Background: an optimization exercise with open tools, aiming at small area, a short achievable clock period and few clock cycles per item. Do not read the settings as production practice. RTL that was checked went through simulation tests only; none was proved equivalent to the original. The RTL of runs 2 to 5 was laid out without a check of its function. No activity file was given, so power comes from the tool's default toggle rates.

==> design.v <==
package lzss_pkg;
    localparam int WINDOW_SIZE = 256;
    localparam int MAX_MATCH   = 5;
    localparam int MIN_MATCH   = 2;
    localparam int NUM_LENGTHS = MAX_MATCH - MIN_MATCH + 1;
    localparam int COUNT_WIDTH = 12;
    localparam int NUM_SLOTS = MAX_MATCH;
    typedef struct packed {
        logic       is_match;
        logic [7:0] field;
        logic [1:0] len_code;
    } codeword_t;
endpackage
`timescale 1ns/1ps
module lookahead_buffer (
    input  logic        clk,
    input  logic        reset,
    input  logic        in_valid,
    input  logic [7:0]  in_data,
    input  logic        in_last,
    output logic        in_ready,
    input  logic        pop,
    output logic        head_valid,
    output logic [7:0]  head_data,
    output logic        head_last
);
    logic [1:0] count;
    logic [1:0] count_next;
    logic       accept;
    logic [7:0] data1;
    logic       last1;
    assign accept     = in_valid && in_ready;
    assign count_next = count + 2'(accept) - 2'(pop);
    assign head_valid = (count != 2'd0);
    always_ff @(posedge clk or posedge reset) begin
        if (reset) begin
            count    <= 2'd0;
            in_ready <= 1'b1;
        end else begin
            count    <= count_next;
            in_ready <= (count_next != 2'd2);
        end
    end
    always_ff @(posedge clk) begin
        if (count == 2'd0 || pop) begin
            if (count == 2'd2) begin
                head_data <= data1;
                head_last <= last1;
            end else begin
                head_data <= in_data;
                head_last <= in_last;
            end
        end
        if (accept && (count == 2'd2 || (count == 2'd1 && !pop))) begin
            data1 <= in_data;
            last1 <= in_last;
        end
    end
endmodule
`timescale 1ns/1ps
module history_window (
    input  logic                    clk,
    input  logic                    reset,
    input  logic                    adv,
    input  logic                    real_byte,
    input  logic [7:0]              new_byte,
    output logic [lzss_pkg::NUM_SLOTS-1:0][lzss_pkg::WINDOW_SIZE-1:0] slots,
    output logic [7:0]              lit_byte
);
    localparam int W  = lzss_pkg::WINDOW_SIZE;
    localparam int NS = lzss_pkg::NUM_SLOTS;
    logic [7:0]   hist [W];
    logic [7:0]   fill;
    logic         full;
    logic [W-1:0] older;
    logic [W-1:0] e_new;
    logic [15:0]  hi_gt, hi_eq, lo_gt;
    always_ff @(posedge clk) begin
        if (adv) begin
            hist[0] <= new_byte;
            for (int i = 1; i < W; i++) begin
                hist[i] <= hist[i-1];
            end
        end
    end
    always_ff @(posedge clk or posedge reset) begin
        if (reset) begin
            fill <= '0;
            full <= 1'b0;
        end else if (adv && !full) begin
            fill <= fill + 1'b1;
            if (fill == 8'd255) begin
                full <= 1'b1;
            end
        end
    end
    always_comb begin
        for (int v = 0; v < 16; v++) begin
            hi_gt[v] = (fill[7:4] > 4'(v));
            hi_eq[v] = (fill[7:4] == 4'(v));
            lo_gt[v] = (fill[3:0] > 4'(v));
        end
        for (int j = 0; j < W; j++) begin
            older[j] = full || hi_gt[j / 16] || (hi_eq[j / 16] && lo_gt[j % 16]);
        end
    end
    always_comb begin
        e_new[0] = 1'b0;
        for (int j = 1; j < W; j++) begin
            e_new[j] = (new_byte == hist[j]) && older[j] && real_byte;
        end
    end
    always_ff @(posedge clk) begin
        if (adv) begin
            slots[0] <= e_new;
            for (int k = 1; k < NS; k++) begin
                slots[k] <= slots[k-1];
            end
        end
    end
    assign lit_byte = hist[NS - 1];
endmodule
`timescale 1ns/1ps
module match_select (
    input  logic [lzss_pkg::NUM_SLOTS-1:0][lzss_pkg::WINDOW_SIZE-1:0] slots,
    input  logic [7:0]               lit_byte,
    output lzss_pkg::codeword_t      cand,
    output logic [2:0]               cand_len
);
    localparam int W  = lzss_pkg::WINDOW_SIZE;
    localparam int NS = lzss_pkg::NUM_SLOTS;
    localparam int NL = lzss_pkg::NUM_LENGTHS;
    logic [W-1:0]          run [lzss_pkg::MAX_MATCH];
    logic [NL-1:0][W-1:0]  by_off;
    logic [NL-1:0]         hit;
    logic [NL-1:0][7:0]    nearest;
    always_comb begin
        run[0] = slots[NS-1];
        for (int k = 1; k < lzss_pkg::MAX_MATCH; k++) begin
            run[k] = run[k-1] & slots[NS-1-k];
        end
    end
    always_comb begin
        for (int l = 0; l < NL; l++) begin
            by_off[l] = '0;
            for (int d = 0; d + l + 1 < W; d++) begin
                by_off[l][d] = run[l + 1][d + l + 1];
            end
        end
    end
    genvar g;
    generate
        for (g = 0; g < NL; g++) begin : g_pe
            prio_enc256 u_pe (
                .v   (by_off[g]),
                .any (hit[g]),
                .idx (nearest[g])
            );
        end
    endgenerate
    always_comb begin
        cand.is_match = 1'b0;
        cand.field    = lit_byte;
        cand.len_code = 2'd0;
        cand_len      = 3'd1;
        for (int l = 0; l < NL; l++) begin
            if (hit[l]) begin
                cand.is_match = 1'b1;
                cand.field    = nearest[l];
                cand.len_code = 2'(l);
                cand_len      = 3'(l + lzss_pkg::MIN_MATCH);
            end
        end
    end
endmodule
module prio_enc256 (
    input  logic [255:0] v,
    output logic         any,
    output logic [7:0]   idx
);
    logic [255:0]      a [9];
    logic [255:0][7:0] x [9];
    always_comb begin
        for (int i = 0; i < 256; i++) begin
            a[0][i] = v[i];
            x[0][i] = '0;
        end
        for (int s = 1; s <= 8; s++) begin
            for (int i = 0; i < 256; i++) begin
                a[s][i] = 1'b0;
                x[s][i] = '0;
            end
            for (int i = 0; i < (256 >> s); i++) begin
                a[s][i] = a[s-1][2*i] | a[s-1][2*i+1];
                x[s][i] = x[s-1][2*i];
                if (!a[s-1][2*i]) begin
                    x[s][i] = x[s-1][2*i+1];
                    x[s][i][s-1] = 1'b1;
                end
            end
        end
        any = a[8][0];
        idx = x[8][0];
    end
endmodule
`timescale 1ns/1ps
module encode_control (
    input  logic                                clk,
    input  logic                                reset,
    input  logic                                head_valid,
    input  logic                                head_last,
    output logic                                adv,
    output logic                                real_byte,
    input  lzss_pkg::codeword_t                 cand,
    input  logic [2:0]                          cand_len,
    output logic                                out_valid,
    input  logic                                out_ready,
    output lzss_pkg::codeword_t                 out_codeword,
    output logic [lzss_pkg::COUNT_WIDTH-1:0]    enc_num,
    output logic                                finish
);
    localparam int NS = lzss_pkg::NUM_SLOTS;
    logic           seen_last;
    logic [2:0]     pad_cnt;
    logic           flushing;
    logic           flushed;
    logic [NS-1:0]  slot_real;
    logic                 r_valid;
    lzss_pkg::codeword_t  r_cw;
    logic [2:0]           r_len;
    logic [2:0]           skip;
    logic                 need_emit;
    logic                 consume;
    logic                 push;
    logic [1:0]           ocount;
    logic [1:0]           ocount_next;
    lzss_pkg::codeword_t  o1;
    logic                 pop;
    assign flushing  = seen_last && (pad_cnt != 3'(NS));
    assign flushed   = seen_last && (pad_cnt == 3'(NS));
    assign real_byte = head_valid;
    assign need_emit = r_valid && (skip == 3'd0);
    assign consume   = r_valid && ((skip != 3'd0) || (ocount != 2'd2));
    assign push      = consume && (skip == 3'd0);
    assign adv       = (head_valid || flushing) && (!r_valid || consume);
    assign pop         = out_valid && out_ready;
    assign ocount_next = ocount + 2'(push) - 2'(pop);
    always_ff @(posedge clk or posedge reset) begin
        if (reset) begin
            seen_last <= 1'b0;
            pad_cnt   <= '0;
            slot_real <= '0;
            r_valid   <= 1'b0;
            skip      <= '0;
            ocount    <= '0;
            out_valid <= 1'b0;
            enc_num   <= '0;
            finish    <= 1'b0;
        end else begin
            if (adv) begin
                slot_real <= {slot_real[NS-2:0], head_valid};
                if (head_valid && head_last) begin
                    seen_last <= 1'b1;
                end
                if (flushing) begin
                    pad_cnt <= pad_cnt + 1'b1;
                end
            end
            if (adv) begin
                r_valid <= slot_real[NS-1];
            end else if (consume) begin
                r_valid <= 1'b0;
            end
            if (consume) begin
                if (skip != 3'd0) begin
                    skip <= skip - 1'b1;
                end else begin
                    skip <= r_len - 1'b1;
                end
            end
            ocount    <= ocount_next;
            out_valid <= (ocount_next != 2'd0);
            if (pop) begin
                enc_num <= enc_num + 1'b1;
            end
            if (flushed && !r_valid && ocount_next == 2'd0) begin
                finish <= 1'b1;
            end
        end
    end
    always_ff @(posedge clk) begin
        if (adv) begin
            r_cw  <= cand;
            r_len <= cand_len;
        end
        if (push && (ocount == 2'd0 || (ocount == 2'd1 && pop))) begin
            out_codeword <= r_cw;
        end else if (pop && ocount == 2'd2) begin
            out_codeword <= o1;
        end
        if (push && ocount == 2'd1 && !pop) begin
            o1 <= r_cw;
        end
    end
endmodule
`timescale 1ns/1ps
module lzss_encoder (
    input  logic                                clk,
    input  logic                                reset,
    input  logic                                in_valid,
    input  logic [7:0]                          in_data,
    input  logic                                in_last,
    output logic                                in_ready,
    output logic                                out_valid,
    input  logic                                out_ready,
    output lzss_pkg::codeword_t                 out_codeword,
    output logic [lzss_pkg::COUNT_WIDTH-1:0]    enc_num,
    output logic                                finish
);
    logic                 head_valid;
    logic [7:0]           head_data;
    logic                 head_last;
    logic                 adv;
    logic                 real_byte;
    logic [lzss_pkg::NUM_SLOTS-1:0][lzss_pkg::WINDOW_SIZE-1:0] slots;
    logic [7:0]           lit_byte;
    lzss_pkg::codeword_t  cand;
    logic [2:0]           cand_len;
    lookahead_buffer u_lookahead (
        .clk        (clk),
        .reset      (reset),
        .in_valid   (in_valid),
        .in_data    (in_data),
        .in_last    (in_last),
        .in_ready   (in_ready),
        .pop        (adv && head_valid),
        .head_valid (head_valid),
        .head_data  (head_data),
        .head_last  (head_last)
    );
    history_window u_history (
        .clk       (clk),
        .reset     (reset),
        .adv       (adv),
        .real_byte (real_byte),
        .new_byte  (head_data),
        .slots     (slots),
        .lit_byte  (lit_byte)
    );
    match_select u_select (
        .slots    (slots),
        .lit_byte (lit_byte),
        .cand     (cand),
        .cand_len (cand_len)
    );
    encode_control u_control (
        .clk          (clk),
        .reset        (reset),
        .head_valid   (head_valid),
        .head_last    (head_last),
        .adv          (adv),
        .real_byte    (real_byte),
        .cand         (cand),
        .cand_len     (cand_len),
        .out_valid    (out_valid),
        .out_ready    (out_ready),
        .out_codeword (out_codeword),
        .enc_num      (enc_num),
        .finish       (finish)
    );
endmodule
`timescale 1ns/1ps
module lzss_top (
    input  logic        clk,
    input  logic        reset,
    input  logic        in_valid,
    input  logic [7:0]  in_data,
    input  logic        in_last,
    output logic        in_ready,
    output logic        out_valid,
    input  logic        out_ready,
    output logic        out_is_match,
    output logic [7:0]  out_field,
    output logic [1:0]  out_len_code,
    output logic [11:0] enc_num,
    output logic        finish
);
    lzss_pkg::codeword_t  out_codeword;
    lzss_encoder u_enc (
        .clk          (clk),
        .reset        (reset),
        .in_valid     (in_valid),
        .in_data      (in_data),
        .in_last      (in_last),
        .in_ready     (in_ready),
        .out_valid    (out_valid),
        .out_ready    (out_ready),
        .out_codeword (out_codeword),
        .enc_num      (enc_num),
        .finish       (finish)
    );
    assign out_is_match = out_codeword.is_match;
    assign out_field    = out_codeword.field;
    assign out_len_code = out_codeword.len_code;
endmodule
==> run.sh <==
#!/bin/bash
# synth_recipe.tcl (not shown) runs the flow's synth.tcl, then flattens the netlist and writes it again
# the make line also repeats each setting of config.mk as NAME=value (left out here)
make -C /OpenROAD-flow-scripts/flow DESIGN_CONFIG=/design/flow/config.mk WORK_HOME=/design/flow/orfs CLKGATE_MAP_FILE= SYNTH_SCRIPT=/design/flow/synth_recipe.tcl finish
==> config.mk <==
export PLATFORM = sky130hd
export DESIGN_NAME = lzss_top
export DESIGN_NICKNAME = lzss_top
export VERILOG_FILES = /design/flow/design.v
export SDC_FILE = /design/flow/constraint.sdc
export NUM_CORES = 8
export LEC_CHECK = 0
export CAP_MARGIN = 40
export CORE_MARGIN = 2
export CORE_UTILIZATION = 40
export SLEW_MARGIN = 20
==> constraint.sdc <==
create_clock -name core_clock -period 7.0 [get_ports {clk}]
set_input_delay 1.4000 -clock core_clock [delete_from_list [all_inputs] [get_ports {clk}]]
set_output_delay 1.4000 -clock core_clock [all_outputs]
set_load 0.01 [all_outputs]
==> out/qor.csv, run 1 <==
metric,value,unit
status,finished clean,
post_cts_buffers,0,
start_util,40.1,%
netlist_area,146000,sq um
die_width,609,um
synth_seq_cells,3417,
skew,0.0644,ns
drt_pass1_iterations,8,
syn_avg_cell_area,14.9,sq um
clockBufferDepth,4,
die_y,609,um
cts_tree,yes,
fin_crit,4.88,ns
drive_above_1_share,8.71,%
p_sw_share,36.1,%
synth_edf_count,3376,
rsz0062_at_grt,no,
first_iter_violations,10900,
worstPathCellList,and4_1 > a2111oi_0 > and4bb_1 > and2_1 > nand3_1 > or4_1 > o21ai_0 > o41ai_1 > a41o_1 > nand4_1,
start_kind,flop,
grt_usage,22.2,%
viasPerCell,5.84,
synth_fp_nets,9876,
cp.buffers_inverters,0,
hold_path.class,reg -> reg,
grt.overflow.total,0,
core,365000,sq um
ys_seq_area_share,70.0,%
final-max-slew-violation-count,0,
finalNonFillerCells,15300,
yosysWarningCount,9,
clockRootBuffer,clkbuf_16,
port_buffers,38,
cts_resized,0,
max_freq,205,MHz
ant_nets,0,
drc,0,
worst_slack,2.12,ns
post-place-ws,2.15,ns
wl_per_cell,27.7,um
cp-end-kind,flop,
cp.required,7.82,ns
fin_crit_sh,69.7,%
place.gp.congestion,0.961,
insertion_delay,0.96,ns
relSlewSlack,30.5,%
final_common_cell,edfxtp_1,
grt_max_degree,164,
nets,10200,
worst_ep_arrival_time,5.71,ns
grt_pass1_wl,613,mm
powerDensity,440,nW/um^2
ir_worst_vdd,0.300,mV
p_clk_share,26.5,%
setup_viol,0,
drv_cap,0,
switchingPower,26.4,mW
clock_sinks,3417,
area_growth,13.8,%
hpwl,293,mm
fin_area,166000,sq um
setup_tns,0,ns
cp_top_family,simple AND/OR/NAND/NOR gates,
dp.cells,14600,
clk_pin_slew_worst_paths,0.07,ns
ctsHoldBuffers,0,
combPwrFrac,28.1,%
grt_pass1_vias,87000,
most-common-layout-cells,"3376 x edfxtp_1, 1188 x xnor2_1, 855 x xor2_1, 527 x nand4_1, 506 x nand2_1",
h-tree-depth,5,
p_seq_share,45.4,%
num_vias,89500,
cts_inserted_buffers,366,
place_area,154000,sq um
path_max_fanout,11,
num_rows,222,
max_stage_delay,0.97,ns
synth_cells,9851,
timing_worst_slew_pin_value,1.04,ns
drt_wl_total,424,mm
antenna_found_initial,25,
die-area,371000,sq um
cp_slowest_cell,or4_1,
leakagePower,54.5,nW
p_int,46.8,mW
pin_count,39,
hold_viol,0,
synth_ff_type,edfxtp_1,
critPathKind,reg -> reg,
synth.distinct_cells,101,
synthArstFlopShare,1.20,%
state kept, by name, indices dropped and copies added (netlist names), 8 cells and up:
name                          cells
u_enc.u_lookahead.head_data       8
u_enc.u_control.out_codeword     11
u_enc.u_history.slots          1275
u_enc.u_lookahead.data1           8
u_enc.u_control.r_cw             11
u_enc.u_control.o1               11
u_enc.u_history.fill              8
u_enc.u_control.enc_num          12
u_enc.u_history.hist           2048
final cells by class:
type | instances | area (sq um)
timing repair buffer | 290 | 3080
inverter | 76 | 288
sequential | 3417 | 102000
fill | 32000 | 198000
antenna | 21 | 52.6
multi-input combinational | 6041 | 42800
clock buffer | 446 | 9630
clock inverter | 217 | 2260
tap | 4816 | 6030
metrics by stage:
step                      hold WS [ns]  power [mW]  util [%]
after floorplan                  0.400        41.6         -
after global placement           0.401        53.4      42.2
after detailed placement         0.405        54.0      42.3
after CTS                        0.417        73.5      45.6
after global routing             0.419        76.1      45.6
final                            0.411        73.3      45.6
cell usage after synthesis, types with 24 or more instances:
library cell	instances	area (sq um)
nor2_1	191	717
a21oi_1	286	1430
and2_1	35	219
o21ai_0	262	1310
nand4_1	527	3300
a22o_1	43	377
a2111oi_0	34	298
inv_1	74	278
xor2_1	855	7490
buf_1	120	450
a31oi_1	59	369
or4_1	34	255
nand2_1	508	1910
nand3_1	335	1680
and3_1	96	601
o2111ai_1	26	228
nand2b_1	41	257
edfxtp_1	3376	101000
and4_1	219	1920
or2_2	25	156
o31ai_1	29	218
a211oi_1	42	315
nor3_1	67	335
nor2b_1	42	263
a22oi_1	179	1340
clkbuf_1	187	702
a32oi_1	55	482
mux2_2	24	270
o211ai_1	59	443
dfrtp_1	40	1000
nor4_1	405	2530
a32o_1	27	270
xnor2_1	1188	10400
a21boi_0	33	248
worst reg2reg max path: stages (launching register included):
cell and delay (ns):
edfxtp_1 0.42, and4_1 0.25, a2111oi_0 0.73, and4bb_1 0.63
and2_1 0.42, nand3_1 0.54, or4_1 0.98, o21ai_0 0.32
o41ai_1 0.15, a41o_1 0.24, nand4_1 0.07
final timing paths:
path                                            start                          end  slack (ns)  cells past startpoint
setup / recovery           u_enc.u_history.slots[673]      u_enc.u_control.r_cw[4]        2.12                     10
hold / removal             u_enc.u_history.slots[366]   u_enc.u_history.slots[622]        0.41                      0
setup reg to reg           u_enc.u_history.slots[673]      u_enc.u_control.r_cw[4]        2.12                     10
hold reg to reg            u_enc.u_history.slots[366]   u_enc.u_history.slots[622]        0.41                      0
max in group asynchronous                       reset      u_enc.u_history.fill[7]        5.53                      3
min in group asynchronous                       reset  u_enc.u_control.enc_num[11]        0.95                      3
power groups by stage:
stage | Clock [mW] | Combinational [mW] | Sequential [mW]
2_1_floorplan | 0 | 10.2 | 31.4
3_3_place_gp | 0 | 20.1 | 33.3
3_5_place_dp | 0 | 20.5 | 33.5
4_1_cts | 19.8 | 20.6 | 33.1
5_1_grt | 20.6 | 21.8 | 33.7
6_report | 19.5 | 20.6 | 33.2
routing by layer:
| metal | part of all wire (%) | GRT usage [%] |
|---|---|---|
| met5 | 0.0097 | 0 |
| met4 | 3.2 | 7.13 |
| met3 | 7.1 | 3.68 |
| met2 | 46 | 34.5 |
| met1 | 44 | 31.7 |
logic make-up (layout without fill, tap and decap cells):
family | count (synthesis) | after routing | synth area share, %
and+or+nand+nor | 2604 | 2604 | 10.2
AOI/OAI and AO/OA | 1356 | 1356 | 6.33
DFF | 3417 | 3417 | 70.0
muxes | 26 | 26 | 0.198
other | 0 | 21 | 0
xor gates and xnor gates | 2043 | 2043 | 12.2
buffers and inverters | 393 | 1029 | 1.02
adders and majority gates | 12 | 12 | 0.103
Testbench counts, summed over its fixed seeds: cycles 8,810, bytes 8,594.
==> run 2: changes to the inputs <==
--- a/design.v
+++ b/design.v
@@ -6,4 +6,10 @@
     localparam int COUNT_WIDTH = 12;
     localparam int NUM_SLOTS = MAX_MATCH;
+    localparam int NUM_GROUPS = 16;
+    typedef struct packed {
+        logic [NUM_LENGTHS-1:0]           hit;
+        logic [NUM_GROUPS-1:0]            g_any;
+        logic [NUM_GROUPS-1:0][3:0]       g_idx;
+    } match_part_t;
     typedef struct packed {
         logic       is_match;
@@ -124,15 +130,16 @@
 module match_select (
     input  logic [lzss_pkg::NUM_SLOTS-1:0][lzss_pkg::WINDOW_SIZE-1:0] slots,
-    input  logic [7:0]               lit_byte,
-    output lzss_pkg::codeword_t      cand,
-    output logic [2:0]               cand_len
+    output lzss_pkg::match_part_t    part
 );
     localparam int W  = lzss_pkg::WINDOW_SIZE;
     localparam int NS = lzss_pkg::NUM_SLOTS;
     localparam int NL = lzss_pkg::NUM_LENGTHS;
-    logic [W-1:0]          run [lzss_pkg::MAX_MATCH];
-    logic [NL-1:0][W-1:0]  by_off;
-    logic [NL-1:0]         hit;
-    logic [NL-1:0][7:0]    nearest;
+    localparam int NG = lzss_pkg::NUM_GROUPS;
+    localparam int GS = W / NG;
+    logic [W-1:0]              run [lzss_pkg::MAX_MATCH];
+    logic [NL-1:0][W-1:0]      by_off;
+    logic [NL-1:0][NG-1:0]     g_any;
+    logic [NL-1:0][NG-1:0][3:0] g_idx;
+    logic [NL-1:0]             hit;
     always_comb begin
         run[0] = slots[NS-1];
@@ -149,57 +156,58 @@
         end
     end
-    genvar g;
-    generate
-        for (g = 0; g < NL; g++) begin : g_pe
-            prio_enc256 u_pe (
-                .v   (by_off[g]),
-                .any (hit[g]),
-                .idx (nearest[g])
-            );
-        end
-    endgenerate
     always_comb begin
-        cand.is_match = 1'b0;
-        cand.field    = lit_byte;
-        cand.len_code = 2'd0;
-        cand_len      = 3'd1;
         for (int l = 0; l < NL; l++) begin
+            for (int g = 0; g < NG; g++) begin
+                g_any[l][g] = |by_off[l][g*GS +: GS];
+                g_idx[l][g] = '0;
+                for (int i = GS - 1; i >= 0; i--) begin
+                    if (by_off[l][g*GS + i]) begin
+                        g_idx[l][g] = 4'(i);
+                    end
+                end
+            end
+            hit[l] = |g_any[l];
+        end
+    end
+    always_comb begin
+        part.hit   = hit;
+        part.g_any = g_any[0];
+        part.g_idx = g_idx[0];
+        for (int l = 1; l < NL; l++) begin
             if (hit[l]) begin
-                cand.is_match = 1'b1;
-                cand.field    = nearest[l];
-                cand.len_code = 2'(l);
-                cand_len      = 3'(l + lzss_pkg::MIN_MATCH);
+                part.g_any = g_any[l];
+                part.g_idx = g_idx[l];
             end
         end
     end
 endmodule
-module prio_enc256 (
-    input  logic [255:0] v,
-    output logic         any,
-    output logic [7:0]   idx
+module match_finish (
+    input  lzss_pkg::match_part_t    part,
+    input  logic [7:0]               lit_byte,
+    output lzss_pkg::codeword_t      cand,
+    output logic [2:0]               cand_len
 );
-    logic [255:0]      a [9];
-    logic [255:0][7:0] x [9];
+    localparam int NG = lzss_pkg::NUM_GROUPS;
+    logic [3:0] grp;
+    logic [3:0] low;
     always_comb begin
-        for (int i = 0; i < 256; i++) begin
-            a[0][i] = v[i];
-            x[0][i] = '0;
-        end
-        for (int s = 1; s <= 8; s++) begin
-            for (int i = 0; i < 256; i++) begin
-                a[s][i] = 1'b0;
-                x[s][i] = '0;
-            end
-            for (int i = 0; i < (256 >> s); i++) begin
-                a[s][i] = a[s-1][2*i] | a[s-1][2*i+1];
-                x[s][i] = x[s-1][2*i];
-                if (!a[s-1][2*i]) begin
-                    x[s][i] = x[s-1][2*i+1];
-                    x[s][i][s-1] = 1'b1;
-                end
+        grp = '0;
+        for (int g = NG - 1; g >= 0; g--) begin
+            if (part.g_any[g]) begin
+                grp = 4'(g);
             end
         end
-        any = a[8][0];
-        idx = x[8][0];
+        low = part.g_idx[grp];
+    end
+    always_comb begin
+        cand.is_match = part.hit[0];
+        cand.field    = part.hit[0] ? {grp, low} : lit_byte;
+        cand.len_code = part.hit[3] ? 2'd3 :
+                        part.hit[2] ? 2'd2 :
+                        part.hit[1] ? 2'd1 : 2'd0;
+        cand_len      = part.hit[3] ? 3'd5 :
+                        part.hit[2] ? 3'd4 :
+                        part.hit[1] ? 3'd3 :
+                        part.hit[0] ? 3'd2 : 3'd1;
     end
 endmodule
@@ -212,6 +220,6 @@
     output logic                                adv,
     output logic                                real_byte,
-    input  lzss_pkg::codeword_t                 cand,
-    input  logic [2:0]                          cand_len,
+    input  lzss_pkg::match_part_t               part,
+    input  logic [7:0]                          lit_byte,
     output logic                                out_valid,
     input  logic                                out_ready,
@@ -226,7 +234,9 @@
     logic           flushed;
     logic [NS-1:0]  slot_real;
-    logic                 r_valid;
-    lzss_pkg::codeword_t  r_cw;
-    logic [2:0]           r_len;
+    logic                   r_valid;
+    lzss_pkg::match_part_t  r_part;
+    logic [7:0]             r_lit;
+    lzss_pkg::codeword_t    r_cw;
+    logic [2:0]             r_len;
     logic [2:0]           skip;
     logic                 need_emit;
@@ -237,4 +247,10 @@
     lzss_pkg::codeword_t  o1;
     logic                 pop;
+    match_finish u_finish (
+        .part     (r_part),
+        .lit_byte (r_lit),
+        .cand     (r_cw),
+        .cand_len (r_len)
+    );
     assign flushing  = seen_last && (pad_cnt != 3'(NS));
     assign flushed   = seen_last && (pad_cnt == 3'(NS));
@@ -291,6 +307,6 @@
     always_ff @(posedge clk) begin
         if (adv) begin
-            r_cw  <= cand;
-            r_len <= cand_len;
+            r_part <= part;
+            r_lit  <= lit_byte;
         end
         if (push && (ocount == 2'd0 || (ocount == 2'd1 && pop))) begin
@@ -325,6 +341,5 @@
     logic [lzss_pkg::NUM_SLOTS-1:0][lzss_pkg::WINDOW_SIZE-1:0] slots;
     logic [7:0]           lit_byte;
-    lzss_pkg::codeword_t  cand;
-    logic [2:0]           cand_len;
+    lzss_pkg::match_part_t part;
     lookahead_buffer u_lookahead (
         .clk        (clk),
@@ -350,7 +365,5 @@
     match_select u_select (
         .slots    (slots),
-        .lit_byte (lit_byte),
-        .cand     (cand),
-        .cand_len (cand_len)
+        .part     (part)
     );
     encode_control u_control (
@@ -361,6 +374,6 @@
         .adv          (adv),
         .real_byte    (real_byte),
-        .cand         (cand),
-        .cand_len     (cand_len),
+        .part         (part),
+        .lit_byte     (lit_byte),
         .out_valid    (out_valid),
         .out_ready    (out_ready),
--- a/config.mk
+++ b/config.mk
@@ -6,6 +6,8 @@
 export NUM_CORES = 8
 export LEC_CHECK = 0
+export ABC_CLOCK_PERIOD_IN_PS = 3000
 export CAP_MARGIN = 40
 export CORE_MARGIN = 2
 export CORE_UTILIZATION = 40
+export SETUP_SLACK_MARGIN = 4.0
 export SLEW_MARGIN = 20
==> run 2 against run 1 <==
Net effect:
- first-iteration DRC count increased by 3.1%
- sequential cell count rose by 71
- clock-buffer cell count is 12 higher
- cell count up 5.8%
- critical path depth up 2
- total power increased by 6.4%
- die area rose by 2.4%
- synthesized cell count grew 4.7%
- clock skew is 0.012 ns lower
- final area up 5.3%
- area after synthesis is 2.4% higher
- wire length grew 5.0%
- critical path type unchanged
- largest power group unchanged
==> out/qor.csv, run 2 <==
metric,value,unit,change
relSlewSlack,39.6,%,+9.1 points
grt_pass1_vias,91600,,+5.4%
wl_per_cell,27.5,um,-0.69%
cp_slowest_cell,or4b_4,,
start_kind,flop,,
combPwrFrac,31.5,%,+3.4 points
ant_nets,0,,unchanged
synth_top_area_share,69.0,%,-0.23 points
drc,0,,unchanged
synthArstFlopShare,1.18,%,-0.024 points
synth_fp_nets,10300,,+4.7%
grt_usage,22.6,%,+0.46 points
port_buffers,38,,unchanged
num_vias,94900,,+6.1%
pin_count,39,,unchanged
cp.required,7.68,ns,-0.14 ns
synth_area_leaders,"edfxtp_1 69%, xnor2_1 6.7%, xor2_1 5.3%",,
synth_cells,10300,,+4.7%
setup_viol,0,,unchanged
grt.overflow.total,0,,unchanged
place.gp.congestion,0.916,,-4.7%
ys_seq_area_share,69.7,%,-0.25 points
h-tree-depth,5,,unchanged
powerDensity,445,nW/um^2,+1.0%
cts_tree,yes,,
worstPathCellList,and4_4 > or4b_4 > nor4_4 > buf_4 > nand4_1 > nor4_4 > and2_4 > inv_12 > buf_12 > nand2_8 > buf_12 > o311ai_0,,
nets,10900,,+7.0%
max_freq,291,MHz,+42%
synth_common_cells,"3447 x edfxtp_1, 1139 x xnor2_1, 915 x xor2_1",,
area_growth,16.9,%,
grt_max_degree,122,,-26%
leakagePower,59.2,nW,+8.6%
die_y,616,um,+1.2%
fin_crit,3.43,ns,-1.45 ns
setup_tns,0,ns,unchanged
skew,0.0519,ns,-0.0125 ns
switchingPower,28.3,mW,+7.2%
clockRootBuffer,clkbuf_16,,
viasPerCell,5.86,,+0.30%
status,finished clean,,
drt_wl_total,446,mm,+5.0%
hpwl,292,mm,-0.21%
syn_avg_cell_area,14.5,sq um,-2.1%
clk_pin_slew_worst_paths,0.06,ns,about the same
drt_pass1_iterations,8,,unchanged
insertion_delay,0.99,ns,+0.03 ns
synth_ff_type,edfxtp_1,,
core,373000,sq um,+2.1%
yosysWarningCount,7,,-2
most-common-layout-cells,"3447 x edfxtp_1, 1139 x xnor2_1, 915 x xor2_1, 713 x nand2_1, 656 x nand4_1",,
hold_path.class,reg -> reg,,
start_util,40.2,%,+0.12 points
first_iter_violations,11300,,+3.1%
largest_register_ffs,2048,,unchanged
synth.most_common_cell,edfxtp_1,,
post-synth-top-area-cell,edfxtp_1,,
critPathKind,reg -> reg,,
p_int,49.6,mW,+5.9%
utilization,47.0,%,+1.4 points
fin_crit_sh,49.0,%,-21 points
worst_ep_arrival_time,4.12,ns,-1.59 ns
final_common_cell,edfxtp_1,,
regMostFlops,u_enc.u_history.hist,,
ir_worst_vdd,0.479,mV,+60%
synth_seq_cells,3488,,+2.1%
rsz0062_at_grt,yes,,
drive_above_1_share,13.0,%,+4.2 points
path_max_fanout,7,,-4
die_width,616,um,+1.2%
ctsHoldBuffers,0,,unchanged
clockBufferDepth,4,,unchanged
drv_cap,0,,unchanged
netlist_area,150000,sq um,+2.4%
grt_pass1_wl,640,mm,+4.5%
max_stage_delay,0.55,ns,-0.42 ns
p_clk_share,25.3,%,-1.2 points
hold_viol,0,,unchanged
synth_edf_count,3447,,+2.1%
cts_inserted_buffers,374,,+2.2%
die-area,380000,sq um,+2.4%
top_regs,"u_enc.u_history.hist x2048, u_enc.u_history.slots x1275, u_enc.u_control.r_part x84",,
p_sw_share,36.4,%,+0.27 points
synth.distinct_cells,92,,-8.9%
final-max-slew-violation-count,0,,unchanged
clock_sinks,3488,,+2.1%
antenna_found_initial,28,,+12%
p_seq_share,43.2,%,-2.2 points
num_rows,224,,+0.90%
cp-end-kind,flop,,
timing_worst_slew_pin_value,0.898,ns,-0.145 ns
## run 2: power by group through the flow
stage / clock [mW] / sequential [mW] / combinational [mW]
after floorplan: 0 / 31.8 / 9.74
after global placement: 0 / 33.8 / 19.0
after detailed placement: 0 / 34.0 / 19.5
after CTS: 20.1 / 33.6 / 23.2
after global routing: 20.9 / 34.2 / 25.7
final: 19.7 / 33.7 / 24.5
## run 2: logic make-up after synthesis
group                    count (synthesis)  synth area share [%]
multiplexers                            33                 0.238
AND/OR/NAND/NOR                       2972                  10.9
AO/OA/AOI/OAI                         1304                  5.86
flip-flops                            3488                  69.7
XOR/XNOR                              2054                  12.0
adder cells (fa/ha/maj)                 12                 0.100
buffers and inverters                  448                  1.15
## run 2: path summary, 6_finish.rpt
kind                                             from                    endpoint  slack (ns)  cells past startpoint
max                        u_enc.u_history.slots[911]  u_enc.u_control.r_part[43]        3.57                     12
min                        u_enc.u_history.hist[0][1]  u_enc.u_history.hist[1][1]        0.42                      0
max reg2reg                u_enc.u_history.slots[911]  u_enc.u_control.r_part[43]        3.57                     12
min reg2reg                u_enc.u_history.hist[0][1]  u_enc.u_history.hist[1][1]        0.42                      0
max in group asynchronous                       reset     u_enc.u_history.fill[3]        5.55                      2
min in group asynchronous                       reset     u_enc.u_history.fill[7]        0.91                      2
## run 2: cell type report
cell class                 instances  area, sq um
fill                           32200       197000
sequential                      3488       105000
multi-input combinational       6376        45800
clock buffer                     458         9740
timing repair buffer             565         6290
tap                             4972         6220
clock inverter                   217         2210
inverter                         103          423
antenna                           26         65.1
timing repair inverter             1         16.3
## run 2: routing by layer
| metal | GRT usage [%] | wire (um) | up-vias |
|---|---|---|---|
| met5 | 0 | 45 | - |
| met3 | 3.75 | 33500 | 727 |
| li1 | - | - | 41400 |
| met4 | 7.97 | 16200 | 6 |
| met1 | 32.2 | 194000 | 48900 |
| met2 | 35.1 | 202000 | 3818 |
## run 2: worst max-delay path, delay by kind of cell (launching register included)
kind / cells / cell delay (ns)
simple gates: 7 / 1.94
buf+inv: 4 / 0.59
flops: 1 / 0.47
compound gates: 1 / 0.13
## run 2: what timing repair did
item | in CTS | in global routing
resized for setup | 496 | 152
endpoints found under the setup margin | 2749 | 1454
pin swaps | 74 | 58
setup buffers | 174 | 85
gates cloned | 23 | 2
## run 2: stage by stage
step	setup slack, ns	instances	hold WS [ns]	instance area (sq um)	total power [mW]
2_1_floorplan	-45.68	10300	0.400	150000	41.6
3_3_place_gp	0.884	15200	0.401	157000	52.9
3_5_place_dp	2.02	15200	0.405	158000	53.5
4_1_cts	3.60	16100	0.413	174000	76.9
5_1_grt	3.51	16200	0.424	175000	80.8
6_report	3.57	16200	0.416	175000	77.9
==> run 3: changes to the inputs <==
--- a/config.mk
+++ b/config.mk
@@ -9,5 +9,6 @@
 export CAP_MARGIN = 40
 export CORE_MARGIN = 2
-export CORE_UTILIZATION = 40
+export CORE_UTILIZATION = 55
+export CTS_BUF_LIST = sky130_fd_sc_hd__clkbuf_8
 export SETUP_SLACK_MARGIN = 4.0
 export SLEW_MARGIN = 20
==> run 3 against run 2 <==
Net effect:
- largest cell class unchanged
- cell count down 6.2%
- total power decreased by 4.2%
- wire length rose by 1.3%
- worst setup slack lost 0.27 ns
- worst hold slack worse by 0.00085 ns
- register-to-register slack got worse by 0.27 ns
- critical path depth grew 8
- sequential share of layout area rose by 0.83 points
- still clean
- area after synthesis is the same
- utilization up 17 points
==> out/qor.csv, run 3 <==
metric,value,unit,change
clockRootBuffer,clkbuf_8,,
die-area,277000,sq um,-27%
final-max-slew-violation-count,0,,unchanged
switchingPower,28.1,mW,-0.78%
die_width,526,um,-15%
cp-end-kind,flop,,
pin_count,39,,unchanged
nets,11200,,+2.2%
die_y,526,um,-15%
num_vias,97200,,+2.4%
dp.cells,13800,,-9.3%
port_buffers,38,,unchanged
core,271000,sq um,-27%
yosysWarningCount,7,,unchanged
grt_pass1_vias,93800,,+2.3%
final_common_cell,edfxtp_1,,
start_util,55.3,%,+15 points
critPathKind,reg -> reg,,
antenna_found_initial,26,,-7.1%
netlist_area,150000,sq um,unchanged
largest_register_ffs,2048,,unchanged
regMostFlops,u_enc.u_history.hist,,
synth_fp_nets,10300,,unchanged
p_seq_share,45.1,%,+1.9 points
synth.most_common_cell,edfxtp_1,,
drt_pass1_iterations,9,,+1
path_max_fanout,5,,-2
leakagePower,59.8,nW,+1.1%
cp.required,8.04,ns,+0.36 ns
place_area,156000,sq um,-1.2%
post-synth-top-area-cell,edfxtp_1,,
worst_slack,3.29,ns,-0.275 ns
post-place-ws,1.77,ns,-0.251 ns
fin_crit_sh,53.0,%,+3.9 points
clk_pin_slew_worst_paths,0.06,ns,about the same
place.gp.congestion,0.950,,+3.7%
synthArstFlopShare,1.18,%,unchanged
relSlewSlack,33.0,%,-6.6 points
syn_avg_cell_area,14.5,sq um,unchanged
hold_path.class,reg -> reg,,
status,finished clean,,
synth_seq_cells,3488,,unchanged
ir_worst_vdd,0.580,mV,+21%
clock_sinks,3488,,unchanged
p_clk_share,22.3,%,-3.0 points
fin_area,173000,sq um,-1.4%
skew,0.0616,ns,+0.00970 ns
insertion_delay,1.19,ns,+0.20 ns
num_rows,191,,-15%
drv_cap,0,,unchanged
ant_nets,0,,unchanged
ys_seq_area_share,69.7,%,unchanged
synth_edf_count,3447,,unchanged
hold_viol,0,,unchanged
grt.overflow.total,0,,unchanged
synth_ff_type,edfxtp_1,,
synth_top_area_share,69.0,%,unchanged
cts_tree,yes,,
drive_above_1_share,14.6,%,+1.7 points
area_growth,15.3,%,
utilization,63.8,%,+17 points
ctsHoldBuffers,0,,unchanged
powerDensity,432,nW/um^2,-2.8%
finalNonFillerCells,15200,,-6.2%
h-tree-depth,6,,+1
p_sw_share,37.6,%,+1.3 points
synth_area_leaders,"edfxtp_1 69%, xnor2_1 6.7%, xor2_1 5.3%",,
worst_ep_arrival_time,4.74,ns,+0.62 ns
timing_worst_slew_pin_value,1.00,ns,+0.107 ns
synth.distinct_cells,92,,unchanged
grt_usage,31.5,%,+8.9 points
first_iter_violations,11400,,+1.2%
hpwl,288,mm,-1.4%
viasPerCell,6.39,,+9.2%
fin_crit,3.71,ns,+0.275 ns
synth_common_cells,"3447 x edfxtp_1, 1139 x xnor2_1, 915 x xor2_1",,
rsz0062_at_grt,yes,,
top_regs,"u_enc.u_history.hist x2048, u_enc.u_history.slots x1275, u_enc.u_control.r_part x84",,
clockBufferDepth,4,,unchanged
grt_max_degree,149,,+22%
setup_tns,0,ns,unchanged
setup_viol,0,,unchanged
wl_per_cell,29.7,um,+8.1%
drt_wl_total,452,mm,+1.3%
cts_inserted_buffers,587,,+57%
synth_cells,10300,,unchanged
grt_pass1_wl,642,mm,+0.29%
drc,0,,unchanged
max_freq,270,MHz,-7.4%
combPwrFrac,32.6,%,+1.1 points
most-common-layout-cells,"3447 x edfxtp_1, 1139 x xnor2_1, 915 x xor2_1, 717 x nand2_1, 656 x nand4_1",,
start_kind,flop,,
p_int,46.6,mW,-6.1%
[run 3: power by group through the flow]
| stage | logic (mW) | registers [mW] | clock network (mW) |
|---|---|---|---|
| 6_report | 24.3 | 33.7 | 16.7 |
| 3_3_place_gp | 18.8 | 33.8 | 0 |
| 3_5_place_dp | 19.3 | 34.0 | 0 |
| 2_1_floorplan | 9.74 | 31.8 | 0 |
| 5_1_grt | 25.3 | 34.2 | 17.9 |
| 4_1_cts | 22.8 | 33.6 | 17.0 |
[run 3: path summary, 6_finish.rpt]
kind                                            startpoint                         end  slack, ns  cells after the start
max in group asynchronous                            reset  u_enc.u_lookahead.in_ready       5.93                      3
worst min register to register  u_enc.u_history.slots[513]  u_enc.u_history.slots[769]       0.42                      0
worst max register to register  u_enc.u_history.slots[300]  u_enc.u_control.r_part[48]       3.29                     20
worst max-delay path            u_enc.u_history.slots[300]  u_enc.u_control.r_part[48]       3.29                     20
worst min-delay path            u_enc.u_history.slots[513]  u_enc.u_history.slots[769]       0.42                      0
min in group asynchronous                            reset     u_enc.u_history.fill[2]       0.54                      2
[run 3: cell type report]
class / count / area [sq um]
timing repair inverter: 1 / 11.3
clock inverter: 428 / 2060
inverter: 103 / 423
sequential: 3488 / 105000
fill: 20100 / 98100
timing repair buffer: 596 / 6950
multi-input combinational: 6375 / 46000
antenna: 25 / 62.6
tap: 3570 / 4470
clock buffer: 608 / 8370
[run 3: through the flow]
step / hold slack, ns / total power [mW]
floorplan: 0.400 / 41.6
global placement: 0.401 / 52.6
detailed placement: 0.405 / 53.2
CTS: 0.414 / 73.3
global route: 0.423 / 77.4
finish: 0.415 / 74.7
[run 3: layer usage]
metal  GRT usage, %  part of all wire (%)
met5              0                 0.013
met2           47.9                    45
met3           5.60                   8.4
met1           45.1                    42
met4           13.2                   4.5
[run 3: critical path, stage by stage, from the launching register on]
cell and delay, ns:
edfxtp_1 0.41, and4_4 0.24, or4_4 0.57, nor4_4 0.44, nand4_1 0.22, nor4_2 0.26, buf_4 0.18, buf_6 0.08
buf_6 0.09, buf_6 0.09, buf_6 0.08, buf_6 0.08, buf_6 0.08, buf_6 0.08, buf_6 0.08, buf_6 0.08
buf_6 0.08, buf_6 0.08, nand4_1 0.11, o211ai_1 0.12, a31o_2 0.13
[run 3: repair_timing]
item,CTS,global route
resized for setup,549,216
pin swaps,90,83
cloned,30,12
endpoints found under the setup margin,2945,1554
buffers inserted,181,101
[run 3: cells by family (layout without fill, tap and decap cells)]
group | Yosys count | after routing | synth area share (%)
compound gates | 1304 | 1304 | 5.86
xor+xnor | 2054 | 2054 | 12.0
fa+ha+maj | 12 | 12 | 0.100
buf+inv | 448 | 1736 | 1.15
flops | 3488 | 3488 | 69.7
mux | 33 | 33 | 0.238
other cells | 0 | 25 | 0
simple gates | 2972 | 2972 | 10.9
==> run 4: changes to the inputs <==
--- a/design.v
+++ b/design.v
@@ -5,10 +5,10 @@
     localparam int NUM_LENGTHS = MAX_MATCH - MIN_MATCH + 1;
     localparam int COUNT_WIDTH = 12;
-    localparam int NUM_SLOTS = MAX_MATCH;
+    localparam int NUM_SLOTS = MAX_MATCH - 1;
     localparam int NUM_GROUPS = 16;
     typedef struct packed {
-        logic [NUM_LENGTHS-1:0]           hit;
-        logic [NUM_GROUPS-1:0]            g_any;
-        logic [NUM_GROUPS-1:0][3:0]       g_idx;
+        logic [NUM_LENGTHS-2:0]                      hit;
+        logic [NUM_LENGTHS-1:0][NUM_GROUPS-1:0]      g_any;
+        logic [NUM_LENGTHS-1:0][NUM_GROUPS-1:0][3:0] g_idx;
     } match_part_t;
     typedef struct packed {
@@ -72,4 +72,5 @@
     input  logic [7:0]              new_byte,
     output logic [lzss_pkg::NUM_SLOTS-1:0][lzss_pkg::WINDOW_SIZE-1:0] slots,
+    output logic [lzss_pkg::WINDOW_SIZE-1:0] e_new,
     output logic [7:0]              lit_byte
 );
@@ -80,5 +81,4 @@
     logic         full;
     logic [W-1:0] older;
-    logic [W-1:0] e_new;
     logic [15:0]  hi_gt, hi_eq, lo_gt;
     always_ff @(posedge clk) begin
@@ -130,4 +130,5 @@
 module match_select (
     input  logic [lzss_pkg::NUM_SLOTS-1:0][lzss_pkg::WINDOW_SIZE-1:0] slots,
+    input  logic [lzss_pkg::WINDOW_SIZE-1:0] e_new,
     output lzss_pkg::match_part_t    part
 );
@@ -137,14 +138,15 @@
     localparam int NG = lzss_pkg::NUM_GROUPS;
     localparam int GS = W / NG;
-    logic [W-1:0]              run [lzss_pkg::MAX_MATCH];
-    logic [NL-1:0][W-1:0]      by_off;
-    logic [NL-1:0][NG-1:0]     g_any;
+    logic [W-1:0]               run [lzss_pkg::MAX_MATCH];
+    logic [NL-1:0][W-1:0]       by_off;
+    logic [NL-1:0][NG-1:0]      g_any;
     logic [NL-1:0][NG-1:0][3:0] g_idx;
-    logic [NL-1:0]             hit;
+    logic [NL-1:0]              hit;
     always_comb begin
         run[0] = slots[NS-1];
-        for (int k = 1; k < lzss_pkg::MAX_MATCH; k++) begin
+        for (int k = 1; k < NS; k++) begin
             run[k] = run[k-1] & slots[NS-1-k];
         end
+        run[NS] = run[NS-1] & e_new;
     end
     always_comb begin
@@ -170,15 +172,7 @@
         end
     end
-    always_comb begin
-        part.hit   = hit;
-        part.g_any = g_any[0];
-        part.g_idx = g_idx[0];
-        for (int l = 1; l < NL; l++) begin
-            if (hit[l]) begin
-                part.g_any = g_any[l];
-                part.g_idx = g_idx[l];
-            end
-        end
-    end
+    assign part.hit   = hit[NL-2:0];
+    assign part.g_any = g_any;
+    assign part.g_idx = g_idx;
 endmodule
 module match_finish (
@@ -188,23 +182,31 @@
     output logic [2:0]               cand_len
 );
+    localparam int NL = lzss_pkg::NUM_LENGTHS;
     localparam int NG = lzss_pkg::NUM_GROUPS;
-    logic [3:0] grp;
-    logic [3:0] low;
+    logic                 hit5;
+    logic [NL-1:0][3:0]   grp;
+    logic [NL-1:0][7:0]   off;
+    assign hit5 = |part.g_any[NL-1];
     always_comb begin
-        grp = '0;
-        for (int g = NG - 1; g >= 0; g--) begin
-            if (part.g_any[g]) begin
-                grp = 4'(g);
+        for (int l = 0; l < NL; l++) begin
+            grp[l] = '0;
+            for (int g = NG - 1; g >= 0; g--) begin
+                if (part.g_any[l][g]) begin
+                    grp[l] = 4'(g);
+                end
             end
+            off[l] = {grp[l], part.g_idx[l][grp[l]]};
         end
-        low = part.g_idx[grp];
     end
     always_comb begin
         cand.is_match = part.hit[0];
-        cand.field    = part.hit[0] ? {grp, low} : lit_byte;
-        cand.len_code = part.hit[3] ? 2'd3 :
+        cand.field    = hit5        ? off[3] :
+                        part.hit[2] ? off[2] :
+                        part.hit[1] ? off[1] :
+                        part.hit[0] ? off[0] : lit_byte;
+        cand.len_code = hit5        ? 2'd3 :
                         part.hit[2] ? 2'd2 :
                         part.hit[1] ? 2'd1 : 2'd0;
-        cand_len      = part.hit[3] ? 3'd5 :
+        cand_len      = hit5        ? 3'd5 :
                         part.hit[2] ? 3'd4 :
                         part.hit[1] ? 3'd3 :
@@ -340,4 +342,5 @@
     logic                 real_byte;
     logic [lzss_pkg::NUM_SLOTS-1:0][lzss_pkg::WINDOW_SIZE-1:0] slots;
+    logic [lzss_pkg::WINDOW_SIZE-1:0] e_new;
     logic [7:0]           lit_byte;
     lzss_pkg::match_part_t part;
@@ -361,8 +364,10 @@
         .new_byte  (head_data),
         .slots     (slots),
+        .e_new     (e_new),
         .lit_byte  (lit_byte)
     );
     match_select u_select (
         .slots    (slots),
+        .e_new    (e_new),
         .part     (part)
     );
--- a/config.mk
+++ b/config.mk
@@ -6,9 +6,9 @@
 export NUM_CORES = 8
 export LEC_CHECK = 0
-export ABC_CLOCK_PERIOD_IN_PS = 3000
 export CAP_MARGIN = 40
 export CORE_MARGIN = 2
-export CORE_UTILIZATION = 55
-export CTS_BUF_LIST = sky130_fd_sc_hd__clkbuf_8
+export CORE_UTILIZATION = 40
+export CTS_CLUSTER_DIAMETER = 100
+export CTS_CLUSTER_SIZE = 25
 export SETUP_SLACK_MARGIN = 4.0
 export SLEW_MARGIN = 20
==> run 4 against run 3 <==
Net effect:
- still clean
- die area grew 37%
- area after synthesis shrank 0.26%
- synthesized cell count rose by 2.3%
- first-iteration DRC count increased by 18%
- utilization shrank 16 points
- wire length rose by 11%
- total power about the same
- sequential power decreased by 3%
- sequential cell count shrank 17
- combinational power rose by 27%
- fmax down 3.3%
- critical path depth shrank 8
- critical endpoint is now u_enc.u_control.out_codeword[2]
==> out/qor.csv, run 4 <==
metric,value,unit,change
startpoint,u_enc.u_control.r_part[298],,
fin_crit_sh,54.8,%,+1.8 points
synth_fa_ha_area_share,0.109,%,+0.0086 points
synth_seq_cells,3471,,-0.49%
rr_endpoint,u_enc.u_control.out_codeword[2],,
timing_worst_slew_pin_value,1.12,ns,+0.114 ns
r2r_setup_slack,3.17,ns,-0.13 ns
antenna_found_initial,20,,-23%
drt_pass1_iterations,6,,-3
num_vias,96600,,-0.54%
worst_slack,3.17,ns,-0.127 ns
synth_fp_nets,10600,,+2.3%
top_regs,"u_enc.u_history.hist x2048, u_enc.u_history.slots x1020, u_enc.u_control.r_part x323",,
place.gp.congestion,0.973,,+2.4%
path_max_fanout,25,,+20
ir_worst_vdd,0.484,mV,-16%
status,finished clean,,
drive_above_1_share,19.1,%,+4.5 points
setup_viol,0,,unchanged
critPathKind,reg -> reg,,
setup_tns,0,ns,unchanged
place_area,158000,sq um,+1.0%
skew,0.0417,ns,-0.0200 ns
synth_common_cells,"3431 x edfxtp_1, 1082 x xnor2_1, 983 x xor2_1",,
yosysWarningCount,7,,unchanged
fin_crit,3.83,ns,+0.127 ns
drc,0,,unchanged
netlist_area,150000,sq um,-0.26%
r2r_cells,12,,-40%
synth_xor_area_share,12.1,%,+0.096 points
synthMuxAreaShare,0.608,%,+0.37 points
hpwl,312,mm,+8.3%
pin_count,39,,unchanged
powerDensity,418,nW/um^2,-3.2%
r2r-start,u_enc.u_control.r_part[298],,
grt_pass1_vias,91400,,-2.5%
cp-end-kind,flop,,
synth.most_common_cell,edfxtp_1,,
h-tree-depth,4,,-2
grt_max_degree,175,,+17%
max_freq,261,MHz,-3.3%
finalNonFillerCells,16500,,+8.4%
synth_cells,10600,,+2.3%
relSlewSlack,25.4,%,-7.6 points
num_rows,224,,+17%
clockBufferDepth,4,,unchanged
hold_viol,0,,unchanged
die_width,615,um,+17%
ctsHoldBuffers,0,,unchanged
die-area,379000,sq um,+37%
synthArstFlopShare,1.15,%,-0.023 points
port_buffers,38,,unchanged
hold_path.class,reg -> reg,,
drt_wl_total,502,mm,+11%
die_y,615,um,+17%
synth.distinct_cells,82,,-11%
start_util,40.2,%,-15 points
leakagePower,61.2,nW,+2.4%
insertion_delay,0.93,ns,-0.26 ns
worst_ep_arrival_time,4.51,ns,-0.23 ns
post-synth-top-area-cell,edfxtp_1,,
clock_sinks,3471,,-0.49%
regMostFlops,u_enc.u_history.hist,,
drv_cap,0,,unchanged
ant_nets,0,,unchanged
viasPerCell,5.87,,-8.3%
synth-compound-area-share,5.43,%,-0.43 points
grt_pass1_wl,683,mm,+6.4%
synth_top_area_share,68.9,%,-0.14 points
clockRootBuffer,clkbuf_16,,
cts_tree,yes,,
dp.cells,15500,,+12%
grt.overflow.total,0,,unchanged
ys_seq_area_share,69.6,%,-0.15 points
synth_top_family_by_area,XOR/XNOR gates,,
start_kind,flop,,
core,372000,sq um,+37%
cts_inserted_buffers,164,,-72%
grt_usage,25.0,%,-6.5 points
synth_ff_type,edfxtp_1,,
cp.required,7.68,ns,-0.36 ns
largest_register_ffs,2048,,unchanged
clk_pin_slew_worst_paths,0.10,ns,+0.04 ns
first_iter_violations,13500,,+18%
syn_avg_cell_area,14.2,sq um,-2.5%
area_growth,19.3,%,
final-max-slew-violation-count,0,,unchanged
wl_per_cell,30.5,um,+2.5%
most-common-layout-cells,"3431 x edfxtp_1, 1043 x xnor2_1, 956 x xor2_1, 738 x nand2_1, 595 x buf_4",,
yosys.area_share.simple,10.6,%,-0.32 points
rsz0062_at_grt,yes,,
synth_area_leaders,"edfxtp_1 69%, xnor2_1 6.3%, xor2_1 5.8%",,
post-place-ws,2.56,ns,+0.786 ns
nets,11500,,+2.6%
synth_edf_count,3431,,-0.46%
fin_area,178000,sq um,+3.2%
final_common_cell,edfxtp_1,,
worstSetupEndpoint,u_enc.u_control.out_codeword[2],,
nFillCells,32000,,+59%
run 4: routing by layer:
metal  GRT usage (%)  vias to the layer above  wire, um
met3            4.02                      825     44300
met2            39.1                     4884    228000
li1                -                    41200         -
met1            34.6                    49700    203000
met5               0                        -        70
met4            11.0                       12     26500
run 4: worst max-delay path, cell delays in order, from the launching register on:
cell and delay [ns]:
edfxtp_1 0.43, nor2_1 0.25, o31a_1 0.22, o31ai_1 0.10
a211oi_2 0.45, nor3_2 0.12, buf_8 0.23, a211oi_1 0.50
a21oi_1 0.25, o22ai_1 0.45, o31ai_1 0.12, buf_4 0.16
mux2_4 0.27
run 4: layout make-up:
cell class | instances | area [sq um] | share of cell area [%]
diodes | 6 | 15.0 | 0.00842
clock buffers | 200 | 4320 | 2.42
clock inverters | 23 | 238 | 0.133
inverters | 139 | 539 | 0.302
multi-input cells | 6576 | 49700 | 27.9
flip-flops and latches | 3471 | 104000 | 58.3
well taps | 4972 | 6220 | 3.49
repair buffers | 1085 | 13300 | 7.47
run 4: logic make-up (layout without fill, tap and decap cells):
family / Yosys count / after routing
fa+ha+maj: 13 / 13
flops: 3471 / 3471
xor+xnor: 2065 / 2065
simple gates: 3093 / 3096
compound gates: 1314 / 1314
mux: 88 / 88
buf+inv: 508 / 1447
other cells: 0 / 6
run 4: power by group:
group          internal [mW]  switching, mW
clock                   4.46           6.70
sequential              29.2           3.49
combinational           11.1           19.7
total                   44.7           29.9
run 4: worst min-delay path by stage:
stage | startpoint | to | slack, ns | cells past startpoint
finish | u_enc.u_history.hist[0][2] | u_enc.u_history.hist[1][2] | 0.43 | 0
global route | u_enc.u_history.hist[0][2] | u_enc.u_history.hist[1][2] | 0.42 | 0
CTS | u_enc.u_history.hist[0][2] | u_enc.u_history.hist[1][2] | 0.42 | 0
detailed placement | u_enc.u_history.hist[0][0] | u_enc.u_history.hist[1][0] | 0.40 | 0
global placement | u_enc.u_history.slots[257] | u_enc.u_history.slots[513] | 0.40 | 0
floorplan | u_enc.u_history.hist[0][0] | u_enc.u_history.hist[1][0] | 0.40 | 0
run 4: timing repair:
item | CTS | global route
endpoints found under the setup margin | 2521 | 106
buffers inserted | 436 | 239
resized for setup | 1130 | 640
pin swaps | 385 | 450
cloned | 66 | 16
run 4: per-stage QoR:
step | util (%) | power, mW | hold slack, ns
finish | 47.9 | 74.6 | 0.426
global route | 47.9 | 76.6 | 0.423
CTS | 46.4 | 71.9 | 0.420
detailed placement | 42.4 | 54.5 | 0.405
global placement | 42.2 | 53.9 | 0.401
floorplan | - | 41.7 | 0.400
==> run 5: changes to the inputs <==
--- a/design.v
+++ b/design.v
@@ -5,10 +5,9 @@
     localparam int NUM_LENGTHS = MAX_MATCH - MIN_MATCH + 1;
     localparam int COUNT_WIDTH = 12;
-    localparam int NUM_SLOTS = MAX_MATCH - 1;
+    localparam int NUM_SLOTS = MAX_MATCH;
     localparam int NUM_GROUPS = 16;
     typedef struct packed {
-        logic [NUM_LENGTHS-2:0]                      hit;
-        logic [NUM_LENGTHS-1:0][NUM_GROUPS-1:0]      g_any;
-        logic [NUM_LENGTHS-1:0][NUM_GROUPS-1:0][3:0] g_idx;
+        logic [NUM_LENGTHS-1:0]         hit;
+        logic [NUM_LENGTHS-1:0][7:0]    off;
     } match_part_t;
     typedef struct packed {
@@ -72,5 +71,4 @@
     input  logic [7:0]              new_byte,
     output logic [lzss_pkg::NUM_SLOTS-1:0][lzss_pkg::WINDOW_SIZE-1:0] slots,
-    output logic [lzss_pkg::WINDOW_SIZE-1:0] e_new,
     output logic [7:0]              lit_byte
 );
@@ -81,4 +79,5 @@
     logic         full;
     logic [W-1:0] older;
+    logic [W-1:0] e_new;
     logic [15:0]  hi_gt, hi_eq, lo_gt;
     always_ff @(posedge clk) begin
@@ -130,5 +129,4 @@
 module match_select (
     input  logic [lzss_pkg::NUM_SLOTS-1:0][lzss_pkg::WINDOW_SIZE-1:0] slots,
-    input  logic [lzss_pkg::WINDOW_SIZE-1:0] e_new,
     output lzss_pkg::match_part_t    part
 );
@@ -136,17 +134,11 @@
     localparam int NS = lzss_pkg::NUM_SLOTS;
     localparam int NL = lzss_pkg::NUM_LENGTHS;
-    localparam int NG = lzss_pkg::NUM_GROUPS;
-    localparam int GS = W / NG;
-    logic [W-1:0]               run [lzss_pkg::MAX_MATCH];
-    logic [NL-1:0][W-1:0]       by_off;
-    logic [NL-1:0][NG-1:0]      g_any;
-    logic [NL-1:0][NG-1:0][3:0] g_idx;
-    logic [NL-1:0]              hit;
+    logic [W-1:0]          run [lzss_pkg::MAX_MATCH];
+    logic [NL-1:0][W-1:0]  by_off;
     always_comb begin
         run[0] = slots[NS-1];
-        for (int k = 1; k < NS; k++) begin
+        for (int k = 1; k < lzss_pkg::MAX_MATCH; k++) begin
             run[k] = run[k-1] & slots[NS-1-k];
         end
-        run[NS] = run[NS-1] & e_new;
     end
     always_comb begin
@@ -158,21 +150,47 @@
         end
     end
+    genvar g;
+    generate
+        for (g = 0; g < NL; g++) begin : g_pe
+            lowest_set u_pe (
+                .v   (by_off[g]),
+                .any (part.hit[g]),
+                .idx (part.off[g])
+            );
+        end
+    endgenerate
+endmodule
+module lowest_set (
+    input  logic [255:0] v,
+    output logic         any,
+    output logic [7:0]   idx
+);
+    localparam int NG = lzss_pkg::NUM_GROUPS;
+    localparam int GS = 256 / NG;
+    logic [NG-1:0]      g_any;
+    logic [NG-1:0][3:0] g_idx;
+    logic [NG-1:0]      below;
+    logic [NG-1:0]      first;
     always_comb begin
-        for (int l = 0; l < NL; l++) begin
-            for (int g = 0; g < NG; g++) begin
-                g_any[l][g] = |by_off[l][g*GS +: GS];
-                g_idx[l][g] = '0;
-                for (int i = GS - 1; i >= 0; i--) begin
-                    if (by_off[l][g*GS + i]) begin
-                        g_idx[l][g] = 4'(i);
-                    end
+        for (int g = 0; g < NG; g++) begin
+            g_any[g] = |v[g*GS +: GS];
+            g_idx[g] = '0;
+            for (int i = GS - 1; i >= 0; i--) begin
+                if (v[g*GS + i]) begin
+                    g_idx[g] = 4'(i);
                 end
             end
-            hit[l] = |g_any[l];
+        end
+        below[0] = 1'b0;
+        for (int g = 1; g < NG; g++) begin
+            below[g] = below[g-1] | g_any[g-1];
+        end
+        first = g_any & ~below;
+        any   = |g_any;
+        idx   = '0;
+        for (int g = 0; g < NG; g++) begin
+            idx = idx | ({8{first[g]}} & {4'(g), g_idx[g]});
         end
     end
-    assign part.hit   = hit[NL-2:0];
-    assign part.g_any = g_any;
-    assign part.g_idx = g_idx;
 endmodule
 module match_finish (
@@ -182,31 +200,14 @@
     output logic [2:0]               cand_len
 );
-    localparam int NL = lzss_pkg::NUM_LENGTHS;
-    localparam int NG = lzss_pkg::NUM_GROUPS;
-    logic                 hit5;
-    logic [NL-1:0][3:0]   grp;
-    logic [NL-1:0][7:0]   off;
-    assign hit5 = |part.g_any[NL-1];
-    always_comb begin
-        for (int l = 0; l < NL; l++) begin
-            grp[l] = '0;
-            for (int g = NG - 1; g >= 0; g--) begin
-                if (part.g_any[l][g]) begin
-                    grp[l] = 4'(g);
-                end
-            end
-            off[l] = {grp[l], part.g_idx[l][grp[l]]};
-        end
-    end
     always_comb begin
         cand.is_match = part.hit[0];
-        cand.field    = hit5        ? off[3] :
-                        part.hit[2] ? off[2] :
-                        part.hit[1] ? off[1] :
-                        part.hit[0] ? off[0] : lit_byte;
-        cand.len_code = hit5        ? 2'd3 :
+        cand.field    = part.hit[3] ? part.off[3] :
+                        part.hit[2] ? part.off[2] :
+                        part.hit[1] ? part.off[1] :
+                        part.hit[0] ? part.off[0] : lit_byte;
+        cand.len_code = part.hit[3] ? 2'd3 :
                         part.hit[2] ? 2'd2 :
                         part.hit[1] ? 2'd1 : 2'd0;
-        cand_len      = hit5        ? 3'd5 :
+        cand_len      = part.hit[3] ? 3'd5 :
                         part.hit[2] ? 3'd4 :
                         part.hit[1] ? 3'd3 :
@@ -342,5 +343,4 @@
     logic                 real_byte;
     logic [lzss_pkg::NUM_SLOTS-1:0][lzss_pkg::WINDOW_SIZE-1:0] slots;
-    logic [lzss_pkg::WINDOW_SIZE-1:0] e_new;
     logic [7:0]           lit_byte;
     lzss_pkg::match_part_t part;
@@ -364,10 +364,8 @@
         .new_byte  (head_data),
         .slots     (slots),
-        .e_new     (e_new),
         .lit_byte  (lit_byte)
     );
     match_select u_select (
         .slots    (slots),
-        .e_new    (e_new),
         .part     (part)
     );
==> run 5 against run 4 <==
Net effect:
- clock-buffer cell count rose by 8
- sequential cell count fell by 31
- critical path type unchanged
- die area fell by 0.47%
- clock power barely moved
- first-iteration DRC count fell by 5.5%
- total power fell by 11%
- register-to-register slack improved by 0.28 ns
- still clean
- cell count fell by 3.7%
- sequential power rose by 2%
- largest power group unchanged
- global-route usage fell by 0.23 points
- non-clock buffer count fell by 325
- area after synthesis fell by 0.48%
==> out/qor.csv, run 5 <==
metric,value,unit,change
top_regs,"u_enc.u_history.hist x2048, u_enc.u_history.slots x1275, u_enc.u_control.r_part x36",,
fin_total_pwr,66.2,mW,-11%
path_max_fanout,6,,-76%
cp.buffers_inverters,4,,+2
die-area,377000,sq um,-0.47%
netlist_area,149000,sq um,-0.48%
ir_worst_vdd,0.330,mV,-32%
rr_endpoint,u_enc.u_control.r_part[1],,
synth_common_cells,"3399 x edfxtp_1, 1103 x xnor2_1, 938 x xor2_1",,
final_common_cell,edfxtp_1,,
nFillCells,32300,,+1.1%
grt_pass1_vias,91100,,-0.36%
drive_above_1_share,13.7,%,-5.5 points
synth_edf_count,3399,,-0.93%
leakagePower,55.8,nW,-8.8%
port_buffers,38,,unchanged
cts_inserted_buffers,168,,+2.4%
pin_count,39,,unchanged
post-synth-top-area-cell,edfxtp_1,,
cts_tree,yes,,
drv_cap,0,,unchanged
hold_path.class,reg -> reg,,
powerDensity,393,nW/um^2,-6.2%
grt_pass1_wl,676,mm,-0.96%
ant_nets,0,,unchanged
most-common-layout-cells,"3399 x edfxtp_1, 1103 x xnor2_1, 938 x xor2_1, 591 x nand4_1, 554 x nand2_1",,
hpwl,339,mm,+8.6%
worstPathCellList,buf_6 > a22o_4 > or4_4 > nor4_4 > buf_6 > nand4_1 > buf_6 > buf_6 > or2_4 > a21oi_1 > nor4_2 > nand4_1 > a211o_1,,
die_width,614,um,-0.24%
synth_seq_cells,3440,,-0.89%
area_growth,13.3,%,
r2r_cells,13,,+1
viasPerCell,6.04,,+2.9%
drc,0,,unchanged
hold_viol,0,,unchanged
worst_ep_arrival_time,4.36,ns,-0.15 ns
fin_crit_sh,50.8,%,-4.0 points
insertion_delay,0.96,ns,+0.03 ns
final-max-slew-violation-count,0,,unchanged
cp.required,7.80,ns,+0.12 ns
rsz0062_at_grt,yes,,
hold_start,u_enc.u_history.hist[222][1],,
critPathKind,reg -> reg,,
num_rows,223,,-0.45%
syn_avg_cell_area,14.5,sq um,+2.6%
synth_ff_type,edfxtp_1,,
grt_max_degree,185,,+5.7%
start_kind,flop,,
path_common_cell,buf_6,,
largest_register_ffs,2048,,unchanged
place.gp.congestion,1.06,,+8.8%
max_stage_delay,0.55,ns,+0.05 ns
startpoint,u_enc.u_history.slots[1049],,
drt_pass1_iterations,7,,+1
cp_slowest_cell,or4_4,,
first_iter_violations,12800,,-5.5%
synth.distinct_cells,93,,+13%
setup_viol,0,,unchanged
ys_seq_area_share,69.3,%,-0.30 points
die_y,614,um,-0.24%
grt.overflow.total,0,,unchanged
skew,0.0763,ns,+0.0346 ns
hold_slack,0.428,ns,+0.00238 ns
drt_wl_total,483,mm,-3.8%
clock_sinks,3440,,-0.89%
antenna_found_initial,37,,+85%
synth_fp_nets,10300,,-3.0%
cp-end-kind,flop,,
synth.most_common_cell,edfxtp_1,,
synth_cells,10200,,-3.0%
cp.depth,13,,+1
regMostFlops,u_enc.u_history.hist,,
wl_per_cell,30.4,um,-0.14%
cp_top_family,simple AND/OR/NAND/NOR gates,,
synth_top_area_share,68.6,%,-0.32 points
core,370000,sq um,-0.67%
synth_area_leaders,"edfxtp_1 69%, xnor2_1 6.5%, xor2_1 5.5%",,
max_freq,281,MHz,+7.9%
worstSetupEndpoint,u_enc.u_control.r_part[1],,
clockRootBuffer,clkbuf_16,,
start_util,40.3,%,+0.079 points
clockBufferDepth,4,,unchanged
relSlewSlack,27.9,%,+2.5 points
h-tree-depth,4,,unchanged
synthArstFlopShare,1.19,%,+0.039 points
timing_worst_slew_pin_value,1.07,ns,-0.0461 ns
nets,10800,,-5.4%
r2r_setup_slack,3.45,ns,+0.28 ns
fin_crit,3.55,ns,-0.281 ns
r2r-start,u_enc.u_history.slots[1049],,
setup_tns,0,ns,unchanged
yosysWarningCount,8,,+1
status,finished clean,,
num_vias,95800,,-0.91%
clk_pin_slew_worst_paths,0.10,ns,about the same
grt_usage,24.8,%,-0.23 points
utilization,45.6,%,-2.3 points
## run 5: cell count changes after synthesis, sizes merged, moves of 56 or more
cell	delta
and4	+203
inv	-56
nor2	-226
nand3	+64
mux2i	-57
a22oi	+127
and2	-73
and3	-153
clkbuf	+116
buf	-144
a21oi	-235
nand4	+245
nand2	-195
## run 5: kinds of logic after synthesis
logic type               share of synthesized area, %
flip-flops                                       69.3
AND/OR/NAND/NOR                                  11.1
XOR/XNOR                                         12.0
AO/OA/AOI/OAI                                    6.17
buffers and inverters                            1.08
multiplexers                                    0.235
adder cells (fa/ha/maj)                         0.101
## run 5: stage by stage
stage          setup WS, ns  std cells  instance area, sq um
5_1_grt                3.40      15800                169000
4_1_cts                3.53      15700                167000
2_1_floorplan        -46.90      10200                149000
3_3_place_gp          0.830      15100                157000
6_report               3.45      15900                169000
3_5_place_dp           2.44      15200                157000
## run 5: report_power, final
part | switching [mW] | total (mW) | leakage [nW] | internal (mW)
clock network | 6.79 | 11.4 | 2.36 | 4.65
registers | 4.29 | 33.4 | 33.5 | 29.1
logic | 14.2 | 21.4 | 20.0 | 7.19
total | 25.3 | 66.2 | 55.8 | 40.9
## run 5: layout make-up
class,instances,area [sq um],area share (%)
inverter,83,325,0.193
sequential,3440,103000,61.2
multi-input combinational,6371,46900,27.8
tap,4950,6190,3.67
clock inverter,34,454,0.269
timing repair buffer,760,7190,4.26
antenna,17,42.5,0.0252
clock buffer,208,4430,2.63
## run 5: worst min-delay path by stage
stage / end / slack, ns / cells after the start
detailed placement: u_enc.u_history.hist[1][7] / 0.41 / 0
global placement: u_enc.u_history.hist[1][4] / 0.40 / 0
CTS: u_enc.u_history.hist[1][3] / 0.42 / 0
global route: u_enc.u_history.hist[1][6] / 0.44 / 0
floorplan: u_enc.u_history.hist[1][0] / 0.40 / 0
finish: u_enc.u_history.hist[223][1] / 0.43 / 0
## run 5: timing repair
action / in CTS / in global routing
resized for setup: 597 / 189
hold buffers: 0 / 0
gates cloned: 5 / 5
endpoints found under the setup margin: 1089 / 595
setup buffers: 306 / 134
pin swaps: 120 / 89
## run 5: metal layers
layer  global-route usage [%]  routed length (um)
met1                     35.3              204000
met2                     37.9              215000
met3                     3.84               40900
met4                     10.0               22800
met5                        0                 385
